Context: an optimization exercise on an open-source flow, tuned for small area and a short achievable clock period. The choices shown serve that exercise and are no tape-out recipe.
The RTL was checked by simulation tests, not by an equivalence proof against the original design.

Design gemv_stream_engine, start of the top module:
module gemv_stream_engine (
  input  logic        clk,
  input  logic        rst_n,
  input  logic        start_i,
  input  logic        accum_i,
  input  logic [47:0] w_i,
  input  logic        a_valid_i,
  output logic        a_ready_o,
  input  logic [47:0] a_row_i,
  output logic        o_valid_o,
  input  logic        o_ready_i,
  output logic [15:0] o_data_o,
  output logic [1:0]  o_idx_o,
  output logic        busy_o,
  output logic        done_o,
  output logic        ovf_o
);
For scale: about 3,000 cells after synthesis, ~130 I/O pins, about 32,000 um2 of cells after synthesis.
export LEC_CHECK = 0
export ABC_AREA = 1
export CAP_MARGIN = 20
export CORE_MARGIN = 2
export CORE_UTILIZATION = 40
export CTS_BUF_LIST = sky130_fd_sc_hd__clkbuf_8
export CTS_CLUSTER_SIZE = 30
export SETUP_SLACK_MARGIN = 4.55
export SLEW_MARGIN = 20
export TNS_END_PERCENT = 5
export BUFFER_PORTS_ARGS = -buffer_cell sky130_fd_sc_hd__buf_4
create_clock -name core_clock -period 9.0 [get_ports {clk}]
standard.sh (not shown) runs the stock make flow with config.mk's settings and CLKGATE_MAP_FILE= SYNTH_SCRIPT=/design/flow/synth_recipe.tcl, a recipe that flattens the netlist after the stock synthesis.
==> flow/flow/run.sh <==
#!/bin/bash
# Standard layout with two changes:
#  - the port buffers that buffer_ports inserts are buf_4 instead of the tool's default
#    pick (a delay buffer), so the ports' buffers are fast;
#  - after the standard synthesis, flow/polarity.py chooses for each full adder whether it
#    works on true or complemented signals (a full adder is self-dual), which removes most
#    of the inverters that the adder extraction leaves between full adders. Registers and
#    all other cells are unchanged.
set -e
echo "export BUFFER_PORTS_ARGS = -buffer_cell sky130_fd_sc_hd__buf_4" >> config.mk
bash standard.sh synth > synth.log 2>&1
R=orfs/results/sky130hd/gemv_stream_engine/base
python3 flow/polarity.py $R/1_2_yosys.v $R/1_2_yosys_pol.v > polarity.log 2>&1
cp $R/1_2_yosys.v $R/1_2_yosys_std.v
cp $R/1_2_yosys_pol.v $R/1_2_yosys.v
rm -f $R/1_synth.odb $R/1_synth.sdc
bash standard.sh > standard.log 2>&1
Other scripts of this flow, unchanged in this note and not shown: flow/flow/polarity.py
Then changed:
CTS_BUF_LIST = sky130_fd_sc_hd__clkbuf_16   (was sky130_fd_sc_hd__clkbuf_8)
CTS_CLUSTER_SIZE = 40   (was 30)
SETUP_SLACK_MARGIN = 4.75   (was 4.55)
The new run produced a clean layout.
Clock skew is lower by 0.023 ns.
Synthesized area does not change.
Wire length is lower by about 1%.
Design area is higher by 1.4%.
Die area is unchanged.
Sequential share of layout area is lower by 0.41 points.
Utilization is higher by 0.61 points.
Flip-flop and latch count is unchanged.
Then changed:
CTS_BUF_LIST = sky130_fd_sc_hd__clkbuf_8   (was sky130_fd_sc_hd__clkbuf_16)
CTS_CLUSTER_SIZE = 30   (was 40)
SETUP_SLACK_MARGIN = 4.85   (was 4.75)
=>
- The new run completed without violations
- design area decreases by 0.48%
- flip-flop and latch count stays the same
- setup slack improves by 0.0093 ns
- routed wire length increases by 0.78%
- final cell count increases by 0.97%
- clock skew increases by 0.030 ns
- synthesized area does not change
- count of clock-buffer cells in the layout increases by 25

========
## build 58
Another version of the RTL of gemv_stream_engine (not shown whole).
Size: ~3000 cells after synthesis, about 130 I/O pins, about 0.032 sq mm of cells after synthesis.
Settings: LEC_CHECK=0, ABC_AREA=1, CAP_MARGIN=20, CORE_MARGIN=2, CORE_UTILIZATION=50, CTS_BUF_LIST=sky130_fd_sc_hd__clkbuf_8, CTS_CLUSTER_SIZE=30, SETUP_SLACK_MARGIN=4.75, SLEW_MARGIN=20, TNS_END_PERCENT=20, BUFFER_PORTS_ARGS=-buffer_cell sky130_fd_sc_hd__buf_1; clock period 9.0 ns.
==> flow/flow/run.sh <==
#!/bin/bash
# Standard layout with two changes:
#  - the port buffers that buffer_ports inserts are buf_1 instead of the tool's default
#    pick (a delay buffer), so the ports' buffers are fast;
#  - after the standard synthesis, flow/polarity.py chooses for each full adder whether it
#    works on true or complemented signals (a full adder is self-dual), which removes most
#    of the inverters that the adder extraction leaves between full adders. Registers and
#    all other cells are unchanged.
set -e
echo "export BUFFER_PORTS_ARGS = -buffer_cell sky130_fd_sc_hd__buf_1" >> config.mk
bash standard.sh synth > synth.log 2>&1
R=orfs/results/sky130hd/gemv_stream_engine/base
python3 flow/polarity.py $R/1_2_yosys.v $R/1_2_yosys_pol.v > polarity.log 2>&1
cp $R/1_2_yosys.v $R/1_2_yosys_std.v
cp $R/1_2_yosys_pol.v $R/1_2_yosys.v
rm -f $R/1_synth.odb $R/1_synth.sdc
bash standard.sh > standard.log 2>&1
Other scripts of this flow, unchanged in this note and not shown: flow/flow/polarity.py
Build 58 | status: complete | timing, DRC, antenna: pass
--- input diff build 58..build 19 ---
- a change of ABC_AREA from 1 to 0
### Flow results
Reported for build 19 and build 58, final-layout setup total negative slack turned out identical to the last digit. Compared with build 58, in build 19 final estimated routing congestion in global placement essentially unchanged, placed standard-cell area increased by about 4.4% relative to the old numbers, x dimension of the die saw an increase. Build 19 vs. build 58: routed length on met3 went up by 2600 microns. Going from build 58 to build 19, the number of iterations in the first detailed-routing pass was found to have gone up by 2. Looking at number of buffers created by CTS, build 19 sits 3 above build 58. Build 19 vs build 58 — wire length on met1 climbed by a little under 10%.
## Diff of input files: build 53 against build 19
- CORE_UTILIZATION: 50 -> 40
- BUFFER_PORTS_ARGS: -buffer_cell sky130_fd_sc_hd__buf_1 -> -buffer_cell sky130_fd_sc_hd__buf_4
- ABC_AREA: 0 -> 1
--- a/flow/flow/run.sh
+++ b/flow/flow/run.sh
@@ -3 +3 @@
-#  - the port buffers that buffer_ports inserts are buf_1 instead of the tool's default
+#  - the port buffers that buffer_ports inserts are buf_4 instead of the tool's default
@@ -10 +10 @@
-echo "export BUFFER_PORTS_ARGS = -buffer_cell sky130_fd_sc_hd__buf_1" >> config.mk
+echo "export BUFFER_PORTS_ARGS = -buffer_cell sky130_fd_sc_hd__buf_4" >> config.mk
## What came out
Compared with build 19, in build 53 setup slack +0.076 ns; final period demand of the worst path -0.076 ns; critical path depth -7.
Compared with build 19, build 53 instantiates a larger number of cells.
Build 53: hold slack is 0.0069 ns higher than what build 19 reported.
The capture point of the critical path comes out s2d_q[14] in one run and s2b_q[10] in the other, namely in build 53 and build 19 respectively.
Count of standard-cell rows was higher in build 53 than in build 19.
Lower post-route fraction of the period consumed by the critical path among build 19 and build 53: build 53
Relative to build 53, the following input files were edited for build 7:
- BUFFER_PORTS_ARGS changed from -buffer_cell sky130_fd_sc_hd__buf_4 to -buffer_cell sky130_fd_sc_hd__buf_1
--- a/flow/flow/run.sh
+++ b/flow/flow/run.sh
@@ -3 +3 @@
-#  - the port buffers that buffer_ports inserts are buf_4 instead of the tool's default
+#  - the port buffers that buffer_ports inserts are buf_1 instead of the tool's default
@@ -10 +10 @@
-echo "export BUFFER_PORTS_ARGS = -buffer_cell sky130_fd_sc_hd__buf_4" >> config.mk
+echo "export BUFFER_PORTS_ARGS = -buffer_cell sky130_fd_sc_hd__buf_1" >> config.mk
## What came out
- In terms of area taken by multi-input logic gates, build 7 and build 53 differ only marginally.
- Status: number of placed instances, taps included parity (build 7, build 53)
- Taking build 53 as the reference point, the iteration count of the initial detailed-routing pass of build 7 rises by 3.
- Diff build 53 and build 7: routability congestion estimate from global placement lower in build 7
- Build 7 leaves less setup margin than build 53.
- The number of global-route vias before repair was comparable across build 53 and build 7.
- Clock period minus final worst setup slack: build 7 > build 53
[inputs] build 51 vs build 7
- swapping 4.75 for 4.85 in SETUP_SLACK_MARGIN
## What came out
The higher summed area of non-filler cells in the final layout came out of build 51. Cell at the slowest stage of the critical path = fa_1: build 51; cell at the slowest stage of the critical path = edfxtp_1: build 7. On count of vias placed by the detailed router, build 51 and build 7 are neck and neck. Build 51 vs. build 7: worst-case hold slack did not really move, multi-input gate area in the final layout closely matched the old numbers, final setup slack of the worst path has increased, post-detailed-route wirelength per cell down about 0.33%. The final layout from build 51, which completed every stage, passed the timing, design-rule and antenna checks at the end of the flow.
Modified inputs, build 67 compared to build 51
- swapping 40 for 45 in CORE_UTILIZATION
- swapping 4.85 for 4.75 in SETUP_SLACK_MARGIN
Results
[diff] final cell area excluding filler cells, build 67 relative to build 51: improvement
Build 67 vs. build 51: multi-input combinational area share went up by 0.84 points.

========
## run E
gemv_stream_engine with an RTL version that a note above also has.
Size: about 3000 cells after synthesis, ~130 I/O pins.
## gemv_stream_engine
module gemv_stream_engine (
  input  logic        clk,
  input  logic        rst_n,
  input  logic        start_i,
  input  logic        accum_i,
  input  logic [47:0] w_i,
  input  logic        a_valid_i,
  output logic        a_ready_o,
  input  logic [47:0] a_row_i,
  output logic        o_valid_o,
  input  logic        o_ready_i,
  output logic [15:0] o_data_o,
  output logic [1:0]  o_idx_o,
  output logic        busy_o,
  output logic        done_o,
  output logic        ovf_o
);
clock: 9.0 ns
lec_check: 0
abc_area: 1
cap_margin: 20
core_margin: 2
core_utilization: 40
cts_buf_list: sky130_fd_sc_hd__clkbuf_8
cts_cluster_size: 30
setup_slack_margin: 4.75
slew_margin: 20
tns_end_percent: 20
buffer_ports_args: -buffer_cell sky130_fd_sc_hd__buf_4
==> flow/flow/run.sh <==
#!/bin/bash
# Standard layout with two changes:
#  - the port buffers that buffer_ports inserts are buf_4 instead of the tool's default
#    pick (a delay buffer), so the ports' buffers are fast;
#  - after the standard synthesis, flow/polarity.py chooses for each full adder whether it
#    works on true or complemented signals (a full adder is self-dual), which removes most
#    of the inverters that the adder extraction leaves between full adders. Registers and
#    all other cells are unchanged.
set -e
echo "export BUFFER_PORTS_ARGS = -buffer_cell sky130_fd_sc_hd__buf_4" >> config.mk
bash standard.sh synth > synth.log 2>&1
R=orfs/results/sky130hd/gemv_stream_engine/base
python3 flow/polarity.py $R/1_2_yosys.v $R/1_2_yosys_pol.v > polarity.log 2>&1
cp $R/1_2_yosys.v $R/1_2_yosys_std.v
cp $R/1_2_yosys_pol.v $R/1_2_yosys.v
rm -f $R/1_synth.odb $R/1_synth.sdc
bash standard.sh > standard.log 2>&1
Other scripts of this flow, unchanged in this note and not shown: flow/flow/polarity.py
Run E: full flow OK, the timing, design-rule and antenna checks passed
[inputs] run Z vs run E
Settings: SETUP_SLACK_MARGIN: 4.75 -> 5.0; TNS_END_PERCENT: 20 -> 5.
### Flow results
Count of clock-buffer cells in the layout, run E and run Z, lower one = run E.
| area share of buffers outside the clock network | run Z vs run E | 2.9 points higher |
Between run Z and run E, it is run Z whose met2 track utilization from global routing is higher, by 1.2 points.
When the final numbers for run E and run Z were put side by side, the clock-cell share of area turned out to be greater in run Z.

========
P:
gemv_stream_engine again, from the RTL that the note above started with.
clock: 9.0 ns
lec_check: 0
abc_area: 1
cap_margin: 20
core_margin: 2
core_utilization: 40
cts_buf_list: sky130_fd_sc_hd__clkbuf_8
cts_cluster_size: 30
place_density: 0.8
setup_slack_margin: 4.75
slew_margin: 20
tns_end_percent: 5
buffer_ports_args: -buffer_cell sky130_fd_sc_hd__buf_4
Scripts as last shown in full above: flow/flow/run.sh
Other scripts of this flow, unchanged in this note and not shown: flow/flow/polarity.py
For Q, these inputs were changed with respect to P:
# P
export LEC_CHECK = 0
export ABC_AREA = 1
export CAP_MARGIN = 20
export CORE_MARGIN = 2
export CORE_UTILIZATION = 40
export CTS_BUF_LIST = sky130_fd_sc_hd__clkbuf_8
export CTS_CLUSTER_SIZE = 30
export PLACE_DENSITY = 0.8
export SETUP_SLACK_MARGIN = 4.75
export SLEW_MARGIN = 20
export TNS_END_PERCENT = 5
export BUFFER_PORTS_ARGS = -buffer_cell sky130_fd_sc_hd__buf_4
create_clock -name core_clock -period 9.0 [get_ports {clk}]
# Q
export LEC_CHECK = 0
export ABC_AREA = 1
export CAP_MARGIN = 20
export CORE_MARGIN = 2
export CORE_UTILIZATION = 40
export CTS_BUF_LIST = sky130_fd_sc_hd__clkbuf_8
export CTS_CLUSTER_SIZE = 30
export SETUP_SLACK_MARGIN = 4.75
export SLEW_MARGIN = 20
export TNS_END_PERCENT = 5
export BUFFER_PORTS_ARGS = -buffer_cell sky130_fd_sc_hd__buf_4
create_clock -name core_clock -period 9.0 [get_ports {clk}]
==> results.txt <==
- Filler-free cell count of the finished design for Q: 18 down relative to P
- Reported for Q and P, max-capacitance violation count turned out identical to the last digit.
- Total non-filler cell area in the finished layout for Q is lower than for P.
- Cmp Q and P / count of plain and timing-repair buffers in the layout / higher: P
- Going from P to Q, peak clock frequency supported by timing now sits at about the same level, layout filler cell count now sits higher, utilization dropped 0.37 points, total detailed-routing wirelength grew by 1.5%.

========
== before ==
Another version of the RTL of gemv_stream_engine (not shown whole).
Size in the first run: ~3,400 cells after synthesis, about 34,000 um2 of cells after synthesis.
Design gemv_stream_engine, start of the top module:
module gemv_stream_engine (
  input  logic        clk,
  input  logic        rst_n,
  input  logic        start_i,
  input  logic        accum_i,
  input  logic [47:0] w_i,
  input  logic        a_valid_i,
  output logic        a_ready_o,
  input  logic [47:0] a_row_i,
  output logic        o_valid_o,
  input  logic        o_ready_i,
  output logic [15:0] o_data_o,
  output logic [1:0]  o_idx_o,
  output logic        busy_o,
  output logic        done_o,
  output logic        ovf_o
);
export LEC_CHECK = 0
export ABC_AREA = 1
export CAP_MARGIN = 20
export CORE_MARGIN = 2
export CORE_UTILIZATION = 40
export CTS_BUF_LIST = sky130_fd_sc_hd__clkbuf_4 sky130_fd_sc_hd__clkbuf_8
export SETUP_SLACK_MARGIN = 4.75
export SLEW_MARGIN = 20
export TNS_END_PERCENT = 5
export BUFFER_PORTS_ARGS = -buffer_cell sky130_fd_sc_hd__buf_4
create_clock -name core_clock -period 9.0 [get_ports {clk}]
==> flow/flow/run.sh <==
#!/bin/bash
# Standard layout, with the port buffers inserted by buffer_ports made of buf_4
# instead of the tool's default pick (a delay buffer), so the ports' buffers are fast.
set -e
echo "export BUFFER_PORTS_ARGS = -buffer_cell sky130_fd_sc_hd__buf_4" >> config.mk
bash standard.sh > standard.log 2>&1
before finished every step from synthesis to the final layout, and the layout passed the timing, design-rule and antenna checks.
What after does differently from before at the input level:
-- flow/config.mk --
<<< before, line 10
export CORE_MARGIN = 2
export CORE_UTILIZATION = 40
export CTS_BUF_LIST = sky130_fd_sc_hd__clkbuf_4 sky130_fd_sc_hd__clkbuf_8
export SETUP_SLACK_MARGIN = 4.75
export SLEW_MARGIN = 20
>>> after, line 10
export CORE_MARGIN = 2
export CORE_UTILIZATION = 50
export SETUP_SLACK_MARGIN = 5.0
export SLEW_MARGIN = 20
Results
- after went all the way through the flow, and no timing, DRC or antenna check failed.
- Capturing instance or port of the critical path: s2d_q[16]$_DFFE_PN_ -> after, s2d_q[17]$_DFFE_PN_ -> before
- The multi-input logic portion of the cell area of after falls short of that of before by 1.3 points.
- Row share of the core filled with cells in the final layout: after higher / before lower
- Looking at critical path depth across before and after, the one that comes out higher is after.

========
gemv_stream_engine again, from the RTL that the note above started with.
==> flow/config.mk <==
export PLATFORM = sky130hd
export DESIGN_NAME = gemv_stream_engine
export DESIGN_NICKNAME = gemv_stream_engine
export VERILOG_FILES = /design/flow/design.v
export SDC_FILE = /design/flow/constraint.sdc
export NUM_CORES = 4
export LEC_CHECK = 0
export ABC_AREA = 1
export CAP_MARGIN = 20
export CORE_MARGIN = 2
export CORE_UTILIZATION = 40
export SETUP_SLACK_MARGIN = 5.0
export SLEW_MARGIN = 20
export TNS_END_PERCENT = 5
export BUFFER_PORTS_ARGS = -buffer_cell sky130_fd_sc_hd__buf_4
==> flow/constraint.sdc <==
create_clock -name core_clock -period 9.0 [get_ports {clk}]
set_input_delay 1.8000 -clock core_clock [delete_from_list [all_inputs] [get_ports {clk}]]
set_output_delay 1.8000 -clock core_clock [all_outputs]
set_load 0.01 [all_outputs]
Scripts as last shown in full above: flow/flow/run.sh
Change:
--- a/flow/config.mk
+++ b/flow/config.mk
@@ -12 +12 @@
-export SETUP_SLACK_MARGIN = 5.0
+export SETUP_SLACK_MARGIN = 4.75
Synthesized cell count stays the same.
Wire length came out lower by 1.8%.
Core utilization came out lower by 1.4 points.
Via count came out lower by 2.1%.
Synthesized area is unchanged.
Global-route usage came out lower by 0.52 points.

what the ideal ports hide:
Ports are ideal in the flow. The routed layouts listed here were re-timed in OpenROAD. Step 1 assumes that a clkbuf_16 drives the clock port and a buf_2 every other input. Step 2 moves the port delays by t, midway between the first and last clock arrival at a register: inputs arrive t later, outputs are due t later. That takes back most of the time a late clock gives input paths. Three values: no drivers, after step 1, after step 2; two values: the first two.
run | t (ns) | slack for setup (ns) | worst setup path at the end
the first run of note 1 | 0.716 | 4.661 / 4.661 / 4.622 | input to register
the second run of note 1 | 0.667 | 4.848 / 4.848 / 4.693 | input to register
the third run of note 1 | 0.730 | 4.857 / 4.857 / 4.686 | input to register
build 58 | 0.727 | 4.842 / 4.842 / 4.681 | input to register
build 19 | 0.741 | 4.805 / 4.805 / 4.247 | input to register
build 53 | 0.733 | 4.881 / 4.881 / 4.812 | input to register
build 7 | 0.729 | 4.832 / 4.832 / 4.733 | input to register
build 51 | 0.728 | 4.918 / 4.918 / 4.846 | input to register
build 67 | 0.724 | 4.875 / 4.875 / 4.661 | input to register
run E | 0.720 | 4.836 / 4.836 / 4.684 | input to register
run Z | 0.720 | 4.999 / 4.995 / 4.680 | input to register
P | 0.714 | 4.834 / 4.834 / 4.272 | input to register
Q | 0.722 | 4.830 / 4.830 / 4.684 | input to register
before | 0.751 | 4.838 / 4.838 / 4.796 | input to register
after | 0.663 | 4.943 / 4.943 / 4.674 | input to register
the first run of note 6 | 0.679 | 4.927 / 4.927 / 4.732 | input to register
the second run of note 6 | 0.675 | 4.821 / 4.821 / 4.797 | input to register
After both steps setup and hold are still met in every run listed. The setup slack of P, which loses most, moves by 0.000 ns with the drivers and by -0.562 ns with both steps.
